From an optimization exercise on the open Yosys and OpenROAD flow, aimed at small area; shortcuts taken in it are not production practice.

==> inputs of run X <==
Design mips_cpu_bus, start of the top module:
module mips_cpu_bus (
    input  logic        clk,
    input  logic        rst_n,
    output logic        active,
    output logic [31:0] register_v0,
    input  logic        waitrequest,
    input  logic [31:0] readdata,
    output logic [31:0] address,
    output logic        write,
    output logic        read,
    output logic [31:0] writedata,
    output logic [3:0]  byteenable
);
    localparam logic [2:0] W_INIT = 3'd0,   
                           W_EXEC = 3'd1,   
                           W_EX2  = 3'd2,   
                           W_IDLF = 3'd3,   
                           W_IDLM = 3'd4,   
                           W_HALT = 3'd5,
                           W_EX3  = 3'd6;   
    localparam logic [4:0] O_NOP   = 5'd0,
                           O_ADDU  = 5'd1,  O_SUBU = 5'd2,  O_AND  = 5'd3,  O_OR   = 5'd4,
                           O_XOR   = 5'd5,  O_ADDIU = 5'd6, O_ANDI = 5'd7,  O_ORI  = 5'd8,
                           O_XORI  = 5'd9,  O_LUI  = 5'd10, O_JAL  = 5'd11, O_J    = 5'd12,
                           O_JR    = 5'd13, O_BEQ  = 5'd14, O_BNE  = 5'd15, O_SW   = 5'd16,
                           O_LW    = 5'd17, O_SLT  = 5'd18, O_SLTU = 5'd19, O_SLL  = 5'd20,
                           O_SRL   = 5'd21, O_SRA  = 5'd22;
    localparam logic [31:0] RESET_VEC = 32'hBFC0_0000;
    logic [3:0]  ph;
    logic [2:0]  win;
    logic [31:0] regs [1:31];
    logic [31:0] pc, a, d;
    logic [4:0]  op, rs, rt, wa, sh;
    logic        c_alu, c_pc;    
    logic        fl;             
    logic        sgn;            
    logic [4:0] op_f, wa_f;
    logic [5:0] opc, fn;
    always_comb begin
        opc  = readdata[31:26];
        fn   = readdata[5:0];
        op_f = O_NOP;
        wa_f = readdata[20:16];   
        case (opc)
            6'h00: begin
                wa_f = readdata[15:11];   
                case (fn)
                    6'h00: op_f = O_SLL;
                    6'h02: op_f = O_SRL;
                    6'h03: op_f = O_SRA;
                    6'h08: if (readdata[20:16] == 5'd0) op_f = O_JR;
                    6'h21: op_f = O_ADDU;
                    6'h23: op_f = O_SUBU;
  ...
Settings: LEC_CHECK=0, CAP_MARGIN=40, CORE_MARGIN=2, CORE_UTILIZATION=60, CTS_CLUSTER_DIAMETER=60, CTS_CLUSTER_SIZE=32, SLEW_MARGIN=40; clock period 15.0 ns.
run.sh (not shown) runs the stock make flow with config.mk's settings and CLKGATE_MAP_FILE= SYNTH_SCRIPT=/design/flow/synth_recipe.tcl, a recipe that flattens the netlist after the stock synthesis.
==> inputs of run E, as changes to run X <==
--- a/flow/design.v
+++ b/flow/design.v
@@ -14,14 +14,13 @@
 );
     localparam logic [2:0] W_INIT = 3'd0,   
                            W_EXEC = 3'd1,   
                            W_EX2  = 3'd2,   
                            W_IDLF = 3'd3,   
                            W_IDLM = 3'd4,   
-                           W_HALT = 3'd5,
-                           W_EX3  = 3'd6;   
+                           W_HALT = 3'd5;
     localparam logic [4:0] O_NOP   = 5'd0,
                            O_ADDU  = 5'd1,  O_SUBU = 5'd2,  O_AND  = 5'd3,  O_OR   = 5'd4,
                            O_XOR   = 5'd5,  O_ADDIU = 5'd6, O_ANDI = 5'd7,  O_ORI  = 5'd8,
                            O_XORI  = 5'd9,  O_LUI  = 5'd10, O_JAL  = 5'd11, O_J    = 5'd12,
                            O_JR    = 5'd13, O_BEQ  = 5'd14, O_BNE  = 5'd15, O_SW   = 5'd16,
                            O_LW    = 5'd17, O_SLT  = 5'd18, O_SLTU = 5'd19, O_SLL  = 5'd20,
@@ -113,21 +112,21 @@
     logic [1:0] imm_s;    
     logic [1:0] lui_s;    
     logic [1:0] tgt_s;    
     assign imm_s = (ph < 4'd8) ? d[1:0] : {2{sgn && (i_addiu || i_mem)}};
     assign lui_s = (ph < 4'd8) ? 2'b00 : d[17:16];
     assign tgt_s = d[31:30];
-    logic [1:0]  rs_b, rt_b;
-    logic [63:0] bot;   
+    logic [1:0] rs_b, rt_b;
     always_comb begin
-        bot[1:0] = 2'b00;
-        for (int r = 1; r < 32; r++) bot[2*r +: 2] = regs[r][1:0];
-        bot[2*5'd2 +: 2] = register_v0[2*ph +: 2];   
+        rs_b = 2'b00;
+        rt_b = 2'b00;
+        for (int r = 1; r < 32; r++) begin
+            if (rs == 5'(r)) rs_b = regs[r][1:0];
+            if (rt == 5'(r)) rt_b = regs[r][1:0];
+        end
     end
-    assign rs_b = bot[2*rs +: 2];
-    assign rt_b = bot[2*rt +: 2];
     logic [1:0] op_b, b_x, sum, res;
     logic       cin, c1, cout;
     assign op_b = i_lui ? lui_s : (i_imm ? imm_s : rt_b);
     assign b_x  = i_sub ? ~op_b : op_b;
     assign cin  = (ph == 4'd0) ? i_sub : c_alu;
     assign sum[0] = rs_b[0] ^ b_x[0] ^ cin;
@@ -168,50 +167,29 @@
         if (win == W_INIT)                        npc = RESET_VEC[2*ph +: 2];
         else if (win == W_EXEC && (i_j || i_jal)) npc = (ph >= 4'd14) ? pcs :
                                                         (ph == 4'd0) ? 2'b00 : tgt_s;
         else if (win == W_EXEC && i_jr)           npc = rs_b;
         else                                      npc = pcs;
     end
-    function automatic logic le4(input logic [3:0] x, input logic [3:0] y);
-        logic gt, eq;
-        gt = 1'b0;
-        eq = 1'b1;
-        for (int i = 3; i >= 0; i--) begin
-            gt = gt | (eq & x[i] & ~y[i]);
-            eq = eq & ~(x[i] ^ y[i]);
-        end
-        le4 = ~gt;
-    endfunction
-    logic [1:0]  sh_res, pair, sh_b;
-    logic [3:0]  sh_t, pidx;
-    logic [4:0]  nsh;
-    logic        sh_c, dly, v0, v1, r0, r1, l0, l1, fill;
-    assign nsh  = ~sh;
-    assign sh_t = sh[4:1] ^ {4{i_sll}};
-    always_comb begin
-        sh_c = i_sll || sh[0];
-        for (int i = 0; i < 4; i++) begin
-            pidx[i] = sh_t[i] ^ sh_c;
-            sh_c    = sh_c & sh_t[i];
+    logic [1:0] sh_res;
+    logic [5:0] src0, src1;   
+    logic [4:0] tap0, tap1;
+    always_comb begin
+        if (i_sll) begin
+            src0 = {1'b0, ph, 1'b0} - {1'b0, sh};
+            src1 = {1'b0, ph, 1'b1} - {1'b0, sh};
+            tap0 = 5'd0 - sh;
+        end else begin
+            src0 = {1'b0, ph, 1'b0} + {1'b0, sh};
+            src1 = {1'b0, ph, 1'b1} + {1'b0, sh};
+            tap0 = sh;
         end
+        tap1 = tap0 + 5'd1;
+        sh_res[0] = src0[5] ? (i_sra && fl) : d[tap0];
+        sh_res[1] = src1[5] ? (i_sra && fl) : d[tap1];
     end
-    assign pair = d[2*pidx +: 2];
-    always_comb begin
-        if (!sh[0])                                     sh_b = pair;
-        else if (!i_sll && sh[4:1] == 4'd15 && ph == 4'd0) sh_b = {pair[0], fl};   
-        else                                            sh_b = {pair[0], dly};
-    end
-    assign r0   = le4(ph, nsh[4:1]);
-    assign r1   = r0 & ~(sh[0] & (ph == nsh[4:1]));
-    assign l1   = le4(sh[4:1], ph);
-    assign l0   = l1 & ~(sh[0] & (ph == sh[4:1]));
-    assign v0   = i_sll ? l0 : r0;
-    assign v1   = i_sll ? l1 : r1;
-    assign fill = i_sra && fl;
-    assign sh_res[0] = v0 ? sh_b[0] : fill;
-    assign sh_res[1] = v1 ? sh_b[1] : fill;
     logic       wr;
     logic [1:0] wd;
     always_comb begin
         wr = 1'b0;
         wd = res;
         case (win)
@@ -226,45 +204,35 @@
                 else if (i_shift) wd = sh_res;
                 else              wd = {1'b0, fl && ph == 4'd0};
             end
             default: ;
         endcase
     end
-    logic wa_v0, v0_ld;
-    assign wa_v0 = (wa == 5'd2);
-    assign v0_ld = last && ((win == W_EXEC && i_w1 && wa_v0) ||
-                            (win == W_EX2 && (i_lw || i_setlt) && wa_v0) ||
-                            (win == W_EX3));
     logic [1:0] r_in [1:31];
     always_comb begin
         for (int r = 1; r < 32; r++) begin
             if (win == W_INIT || (wr && wa == 5'(r))) r_in[r] = wd;
             else                                       r_in[r] = regs[r][1:0];
         end
     end
     always_ff @(posedge clk) begin
         for (int r = 1; r < 32; r++) regs[r] <= {r_in[r], regs[r][31:2]};
     end
     logic [1:0] a_in, d_in;
     always_comb begin
-        if (win == W_EXEC && i_mem)                  a_in = sum;
-        else if (win == W_IDLM)                      a_in = a[1:0];
-        else if (win == W_EX2 && i_shift && wa_v0)   a_in = sh_res;
-        else                                         a_in = npc;
-        if (win == W_EXEC && (i_sw || i_shift))                  d_in = rt_b;
-        else if (win == W_EXEC && i_w1 && !i_jal && !(i_lui && ph < 4'd8)) d_in = wd;
-        else if (win == W_EX2 && i_setlt)                        d_in = wd;
-        else if (win == W_EX3)                                   d_in = a[1:0];
-        else                                                     d_in = d[1:0];
+        if (win == W_EXEC && i_mem) a_in = sum;
+        else if (win == W_IDLM)     a_in = a[1:0];
+        else                        a_in = npc;
+        if (win == W_EXEC && (i_sw || i_shift)) d_in = rt_b;
+        else                                    d_in = d[1:0];
     end
     localparam logic [1:0] A_NONE = 2'd0, A_FETCH = 2'd1, A_LOAD = 2'd2, A_STORE = 2'd3;
     logic [1:0] acc;
     always_comb begin
         case (win)
-            W_INIT, W_IDLF, W_EX3: acc = A_FETCH;
-            W_EX2:   acc = (i_shift && wa_v0) ? A_NONE : A_FETCH;
+            W_INIT, W_EX2, W_IDLF: acc = A_FETCH;
             W_EXEC: begin
                 if (i_lw)                                          acc = A_LOAD;
                 else if (i_sw)                                     acc = A_STORE;
                 else if (i_shift || i_setlt || (i_branch && taken)) acc = A_NONE;
                 else                                               acc = A_FETCH;
             end
@@ -287,13 +255,13 @@
     always_comb begin
         win_n = win;
         if (last) begin
             case (acc)
                 A_FETCH: win_n = at_zero ? W_HALT : (done ? W_EXEC : W_IDLF);
                 A_LOAD, A_STORE: win_n = done ? W_EX2 : W_IDLM;
-                default: win_n = (win == W_HALT) ? W_HALT : ((win == W_EX2) ? W_EX3 : W_EX2);
+                default: win_n = (win == W_HALT) ? W_HALT : W_EX2;
             endcase
         end
     end
     logic fetched;
     assign fetched = last && acc == A_FETCH && done;
     always_ff @(posedge clk) begin
@@ -306,13 +274,12 @@
             rs <= readdata[25:21];
             rt <= readdata[20:16];
             wa <= wa_f;
             sh <= readdata[10:6];
         end
         c_alu <= cout;
-        dly   <= pair[1];
         c_pc  <= pcout;
         if (ph == 4'd7) sgn <= d[1];
         if (win == W_EXEC) begin
             if (i_branch)               fl <= neq;
             else if (last && i_setlt)   fl <= lt;
             else if (last && i_shift)   fl <= rt_b[1];
@@ -325,11 +292,11 @@
             active      <= 1'b0;
             register_v0 <= 32'd0;
         end else begin
             ph     <= ph + 4'd1;
             win    <= win_n;
             active <= (win_n != W_HALT);
-            if (v0_ld) register_v0 <= {d_in, d[31:2]} & {16'hffff, {16{!(win == W_EXEC && i_lui)}}};
+            if (last) register_v0 <= {r_in[5'd2], regs[5'd2][31:2]};
         end
     end
 endmodule
 `default_nettype wire
CORE_UTILIZATION = 40   (was 60)
CTS_CLUSTER_DIAMETER = 100   (was 60)
CTS_CLUSTER_SIZE = 24   (was 32)
==> results_dict.tcl <==
set metrics [dict create \
    max_stage_delay_ns 0.75 \
    crit_fanout 17 \
    hold_start "regs[8][7]$_DFF_P_" \
    clk_pin_slew_ns 0.09 \
    status "complete, no violations" \
    vias_per_cell 4.67 \
    met2_usage_pct 21.8 \
    powerClk_mw 1.55 \
    synth_compound_area_share_pct 5.81 \
    yosys-top-cells-count "dfxtp_1 (1130), nand2_1 (139), mux2_2 (108), a21oi_1 (100), nor2_1 (67)" \
]
# the run above: run E

==> results_dict.tcl <==
set metrics [dict create \
    met2_usage_pct 40.6 \
    clk_pin_slew_ns 0.10 \
    status "complete, no violations" \
    vias_per_cell 5.21 \
    powerClk_mw 1.59 \
    synth_compound_area_share_pct 5.04 \
    yosys-top-cells-count "dfxtp_1 (1099), nand2_1 (88), mux2_2 (71), buf_4 (65), clkbuf_1 (57)" \
]
# the run above: run X

Function was not checked in any run of this note: the RTL went through the layout flow alone.

==> static timing again, ports no longer ideal <==
How much do the figures lean on ideal ports? The routed layouts below were timed once more, with nothing changed but the port constraints. Step 1 sets driving cells, clkbuf_16 on the clock port and buf_2 on the other inputs (assumed; they add their load-dependent delay and slew). Step 2 moves the port delays by t, midway between the first and last clock arrival at a register: inputs arrive t later, outputs are due t later. That takes back most of the time a late clock gives input paths. Three values: no drivers, after step 1, after step 2; two values: the first two.
run	t (ns)	slack for setup (ns)	worst setup path after step 2	worst register clock-pin slew, ns
run X	0.672	5.341 / 5.280 / 5.953	register to output	0.12 / 0.12
run E	0.682	6.040 / 5.977 / 6.659	register to output	0.09 / 0.09
After both steps setup and hold are still met in every run listed.
